Context: an optimization exercise on an open-source flow, tuned for small area. The choices shown serve that exercise and are no tape-out recipe.
Only simulation tests tie the RTL to the original design; equivalence was not proved.
Power is estimated from default activity; no workload was simulated.

==> flow/design.v <==
package udp_rx_pkg;
    localparam int ENTRY_W = 64 + 2;
endpackage
`timescale 1ns/1ps
module udp_csum_lane (
    input  logic        rx_axis_aclk,
    input  logic        rx_axis_aresetn,
    input  logic        hdr_take,    
    input  logic        pay_take,    
    input  logic        first_pay,   
    input  logic        pkt_last,    
    input  logic [63:0] tdata,
    input  logic [7:0]  byte_en,
    input  logic [31:0] src_ip,
    input  logic [31:0] dst_ip,
    output logic        sum_ok       
);
    logic [18:0] acc;
    logic [15:0] w [4];
    logic [15:0] w2;
    logic [15:0] x;
    logic [15:0] y;
    logic [18:0] sum;
    for (genvar i = 0; i < 4; i++) begin : g_word
        assign w[i] = {tdata[16*i +: 8] & {8{byte_en[2*i]}},
                       tdata[16*i+8 +: 8] & {8{byte_en[2*i+1]}}};
    end
    assign w2 = hdr_take ? {w[2][14:0], w[2][15]} : w[2];
    always_comb begin
        x = 16'h0000;
        y = 16'h0000;
        if (hdr_take) begin
            x = src_ip[31:16];
            y = src_ip[15:0];
        end else if (first_pay) begin
            x = dst_ip[31:16];
            y = dst_ip[15:0];
        end
    end
    assign sum = {3'd0, acc[15:0]} + {16'd0, acc[18:16]}
               + {3'd0, w[0]} + {3'd0, w[1]} + {3'd0, w2} + {3'd0, w[3]}
               + {3'd0, x} + {3'd0, y};
    assign sum_ok = (sum[15:3] == 13'h1fff) && (sum[2:0] == ~sum[18:16]);
    always_ff @(posedge rx_axis_aclk) begin
        if (!rx_axis_aresetn || pkt_last) begin
            acc <= 19'd17;
        end else if (hdr_take || pay_take) begin
            acc <= sum;
        end
    end
endmodule
`timescale 1ns/1ps
module udp_rx_header_parser (
    input  logic        rx_axis_aclk,
    input  logic        rx_axis_aresetn,
    input  logic [63:0] tdata,
    input  logic        tvalid,
    input  logic        tlast,
    output logic        hdr_take,
    output logic        pay_take,
    output logic        first_pay,
    output logic        pkt_last,
    output logic        wr_en,       
    output logic        wr_last,     
    output logic        wr_part,     
    output logic [2:0]  tail,        
    output logic        len_done     
);
    logic        in_pay;
    logic [5:0]  rem;
    logic [15:0] len;
    logic [15:0] len_m1;
    logic        len_ok;
    assign hdr_take = tvalid && !in_pay && !tlast;
    assign pay_take = tvalid && in_pay;
    assign pkt_last = pay_take && tlast;
    assign len    = {tdata[39:32], tdata[47:40]};
    assign len_m1 = len - 16'd1;
    assign len_ok = (len >= 16'd8) &&
                    (len <= 16'd8 + 16'd8 * 16'd32);
    assign wr_en    = pay_take && (rem != 6'd0);
    assign wr_last  = (rem == 6'd1);
    assign wr_part  = wr_last && (tail != 3'd0);
    assign len_done = (rem <= 6'd1);
    always_ff @(posedge rx_axis_aclk) begin
        if (!rx_axis_aresetn) begin
            in_pay <= 1'b0;
        end else if (hdr_take) begin
            in_pay <= 1'b1;
        end else if (pkt_last) begin
            in_pay <= 1'b0;
        end
    end
    always_ff @(posedge rx_axis_aclk) begin
        if (hdr_take) begin
            rem       <= len_ok ? len_m1[8:3] : 6'h3f;
            tail      <= len[2:0];
            first_pay <= 1'b1;
        end else if (pay_take) begin
            if (rem != 6'd0) begin
                rem <= rem - 6'd1;
            end
            first_pay <= 1'b0;
        end
    end
endmodule
`timescale 1ns/1ps
module udp_csum_verdict (
    input  logic sum_ok,
    input  logic tuser,
    input  logic len_done,
    output logic good
);
    assign good = sum_ok && !tuser && len_done;
endmodule
`timescale 1ns/1ps
module udp_rx_forwarder (
    input  logic        rx_axis_aclk,
    input  logic        rx_axis_aresetn,
    input  logic        wr_en,
    input  logic        wr_last,
    input  logic        wr_part,
    input  logic [2:0]  tail,
    input  logic [63:0] wr_data,
    input  logic        pkt_last,
    input  logic        pkt_good,
    output logic [63:0] out_tdata,
    output logic [7:0]  out_tkeep,
    output logic        out_tvalid,
    output logic        out_tlast
);
    localparam int AW = $clog2(32);
    logic [udp_rx_pkg::ENTRY_W-1:0] mem [32];
    logic [udp_rx_pkg::ENTRY_W-1:0] wr_entry;
    logic [udp_rx_pkg::ENTRY_W-1:0] rd_entry;
    logic [AW:0]                    wr;
    logic [AW:0]                    wr_next;
    logic [AW:0]                    cm;
    logic [AW:0]                    rd;
    logic                           rd_part;
    assign wr_entry = {wr_last, wr_part,
                       wr_data[63:59], wr_part ? tail : wr_data[58:56], wr_data[55:0]};
    always_ff @(posedge rx_axis_aclk) begin
        if (wr_en) begin
            mem[wr[AW-1:0]] <= wr_entry;
        end
    end
    assign wr_next = wr + {{AW{1'b0}}, wr_en};
    always_ff @(posedge rx_axis_aclk) begin
        if (!rx_axis_aresetn) begin
            wr <= '0;
            cm <= '0;
            rd <= '0;
        end else begin
            if (pkt_last && !pkt_good) begin
                wr <= cm;
            end else begin
                wr <= wr_next;
            end
            if (pkt_last && pkt_good) begin
                cm <= wr_next;
            end
            if (out_tvalid) begin
                rd <= rd + 1'b1;
            end
        end
    end
    assign rd_entry   = mem[rd[AW-1:0]];
    assign out_tvalid = (rd != cm);
    assign out_tlast  = rd_entry[udp_rx_pkg::ENTRY_W-1];
    assign rd_part    = rd_entry[udp_rx_pkg::ENTRY_W-2];
    assign out_tdata  = rd_entry[63:0];
    assign out_tkeep  = rd_part ? ((8'h01 << rd_entry[58:56]) - 8'h01) : 8'hff;
endmodule
`timescale 1ns/1ps
module udp_rx_top (
    input  logic                      rx_axis_aclk,
    input  logic                      rx_axis_aresetn,
    input  logic [64-1:0] ip_rx_axis_tdata,
    input  logic [8-1:0] ip_rx_axis_tkeep,
    input  logic                      ip_rx_axis_tvalid,
    input  logic                      ip_rx_axis_tlast,
    input  logic                      ip_rx_axis_tuser,
    input  logic [31:0]               recv_dst_ip_addr,
    input  logic [31:0]               recv_src_ip_addr,
    output logic [64-1:0] udp_rx_axis_tdata,
    output logic [8-1:0] udp_rx_axis_tkeep,
    output logic                      udp_rx_axis_tvalid,
    output logic                      udp_rx_axis_tlast
);
    logic        hdr_take;
    logic        pay_take;
    logic        first_pay;
    logic        pkt_last;
    logic        wr_en;
    logic        wr_last;
    logic        wr_part;
    logic [2:0]  tail;
    logic        len_done;
    logic        sum_ok;
    logic        pkt_good;
    logic [7:0]  byte_en;
    assign byte_en = ip_rx_axis_tlast ? ip_rx_axis_tkeep : 8'hff;
    udp_rx_header_parser i_parser (
        .rx_axis_aclk    (rx_axis_aclk),
        .rx_axis_aresetn (rx_axis_aresetn),
        .tdata           (ip_rx_axis_tdata),
        .tvalid          (ip_rx_axis_tvalid),
        .tlast           (ip_rx_axis_tlast),
        .hdr_take        (hdr_take),
        .pay_take        (pay_take),
        .first_pay       (first_pay),
        .pkt_last        (pkt_last),
        .wr_en           (wr_en),
        .wr_last         (wr_last),
        .wr_part         (wr_part),
        .tail            (tail),
        .len_done        (len_done)
    );
    udp_csum_lane i_csum (
        .rx_axis_aclk    (rx_axis_aclk),
        .rx_axis_aresetn (rx_axis_aresetn),
        .hdr_take        (hdr_take),
        .pay_take        (pay_take),
        .first_pay       (first_pay),
        .pkt_last        (pkt_last),
        .tdata           (ip_rx_axis_tdata),
        .byte_en         (byte_en),
        .src_ip          (recv_src_ip_addr),
        .dst_ip          (recv_dst_ip_addr),
        .sum_ok          (sum_ok)
    );
    udp_csum_verdict i_verdict (
        .sum_ok   (sum_ok),
        .tuser    (ip_rx_axis_tuser),
        .len_done (len_done),
        .good     (pkt_good)
    );
    udp_rx_forwarder i_forwarder (
        .rx_axis_aclk    (rx_axis_aclk),
        .rx_axis_aresetn (rx_axis_aresetn),
        .wr_en           (wr_en),
        .wr_last         (wr_last),
        .wr_part         (wr_part),
        .tail            (tail),
        .wr_data         (ip_rx_axis_tdata),
        .pkt_last        (pkt_last),
        .pkt_good        (pkt_good),
        .out_tdata       (udp_rx_axis_tdata),
        .out_tkeep       (udp_rx_axis_tkeep),
        .out_tvalid      (udp_rx_axis_tvalid),
        .out_tlast       (udp_rx_axis_tlast)
    );
endmodule
clock: 12.0 ns
lec_check: 0
cap_margin: 20
core_margin: 2
core_utilization: 40
slew_margin: 20
synth_memory_max_bits: 8192
run.sh (not shown) runs the stock make flow with config.mk's settings and CLKGATE_MAP_FILE= SYNTH_SCRIPT=/design/flow/synth_recipe.tcl, a recipe that flattens the netlist after the stock synthesis.
Change:
--- a/flow/design.v
+++ b/flow/design.v
@@ -129,15 +129,25 @@
     output logic        out_tvalid,
     output logic        out_tlast
 );
-    localparam int AW = $clog2(32);
-    logic [udp_rx_pkg::ENTRY_W-1:0] mem [32];
+    localparam int DEPTH = 31;
+    localparam int AW    = $clog2(DEPTH);
+    logic [udp_rx_pkg::ENTRY_W-1:0] mem [DEPTH];
     logic [udp_rx_pkg::ENTRY_W-1:0] wr_entry;
     logic [udp_rx_pkg::ENTRY_W-1:0] rd_entry;
     logic [AW:0]                    wr;
+    logic [AW:0]                    wr_inc;
     logic [AW:0]                    wr_next;
     logic [AW:0]                    cm;
     logic [AW:0]                    rd;
+    logic [AW:0]                    rd_inc;
     logic                           rd_part;
+    function automatic logic [AW:0] ptr_inc(input logic [AW:0] p);
+        if (p[AW-1:0] == AW'(DEPTH - 1)) begin
+            ptr_inc = {~p[AW], {AW{1'b0}}};
+        end else begin
+            ptr_inc = p + 1'b1;
+        end
+    endfunction
     assign wr_entry = {wr_last, wr_part,
                        wr_data[63:59], wr_part ? tail : wr_data[58:56], wr_data[55:0]};
     always_ff @(posedge rx_axis_aclk) begin
@@ -145,7 +155,9 @@
             mem[wr[AW-1:0]] <= wr_entry;
         end
     end
-    assign wr_next = wr + {{AW{1'b0}}, wr_en};
+    assign wr_inc  = ptr_inc(wr);
+    assign rd_inc  = ptr_inc(rd);
+    assign wr_next = wr_en ? wr_inc : wr;
     always_ff @(posedge rx_axis_aclk) begin
         if (!rx_axis_aresetn) begin
             wr <= '0;
@@ -161,12 +173,17 @@
                 cm <= wr_next;
             end
             if (out_tvalid) begin
-                rd <= rd + 1'b1;
-            end
-        end
-    end
-    assign rd_entry   = mem[rd[AW-1:0]];
-    assign out_tvalid = (rd != cm);
+                rd <= rd_inc;
+            end
+        end
+    end
+    assign out_tvalid = (rd != cm) || (pkt_last && pkt_good && (cm != wr));
+    always_comb begin
+        rd_entry = '0;
+        for (int i = 0; i < DEPTH; i++) begin
+            rd_entry = rd_entry | (mem[i] & {udp_rx_pkg::ENTRY_W{rd[AW-1:0] == i[AW-1:0]}});
+        end
+    end
     assign out_tlast  = rd_entry[udp_rx_pkg::ENTRY_W-1];
     assign rd_part    = rd_entry[udp_rx_pkg::ENTRY_W-2];
     assign out_tdata  = rd_entry[63:0];
Outcome:
- setup slack degrades by 2.4 ns
- sequential cell count came out lower by 71
- global-route usage goes up by 7.0 points
- cell area is lower by 8.1%
- wire length went up by 24%
- core utilization hardly moves
- total power went down by 16%
- register-to-register slack degrades by 0.16 ns
- critical path depth decreases by 2
- area after synthesis is lower by 8.6%
- die area went down by 8.5%

## afterwards: timing with drivers on the ports
In the flow no input, the clock included, has a driving cell. The finished layouts below were timed again as built, in two steps.
Step 1 sets driving cells, clkbuf_16 on the clock port and buf_2 on the other inputs (assumed; they add their load-dependent delay and slew).
Step 2 also shifts input and output timing later by t, the mid clock arrival at the registers, as if the neighbouring blocks saw the same clock.
Slacks: no drivers / after step 1 / after step 2; pairs: no drivers / after step 1.
run | t (ns) | setup slack, ns | hold WS [ns] | worst setup path at the end | worst register clock-pin slew, ns
the first run | 0.935 | 2.833 / 2.899 / 1.964 | 0.461 / 0.461 / 0.461 | input to register | 0.07 / 0.07
the second run | 0.928 | 0.389 / 0.364 / 0.364 | 0.484 / 0.484 / 0.484 | input to output | 0.07 / 0.07
After both steps setup and hold are still met in every run listed. The setup slack of the first run, which loses most, moves by +0.066 ns with the drivers and by -0.869 ns with both steps.
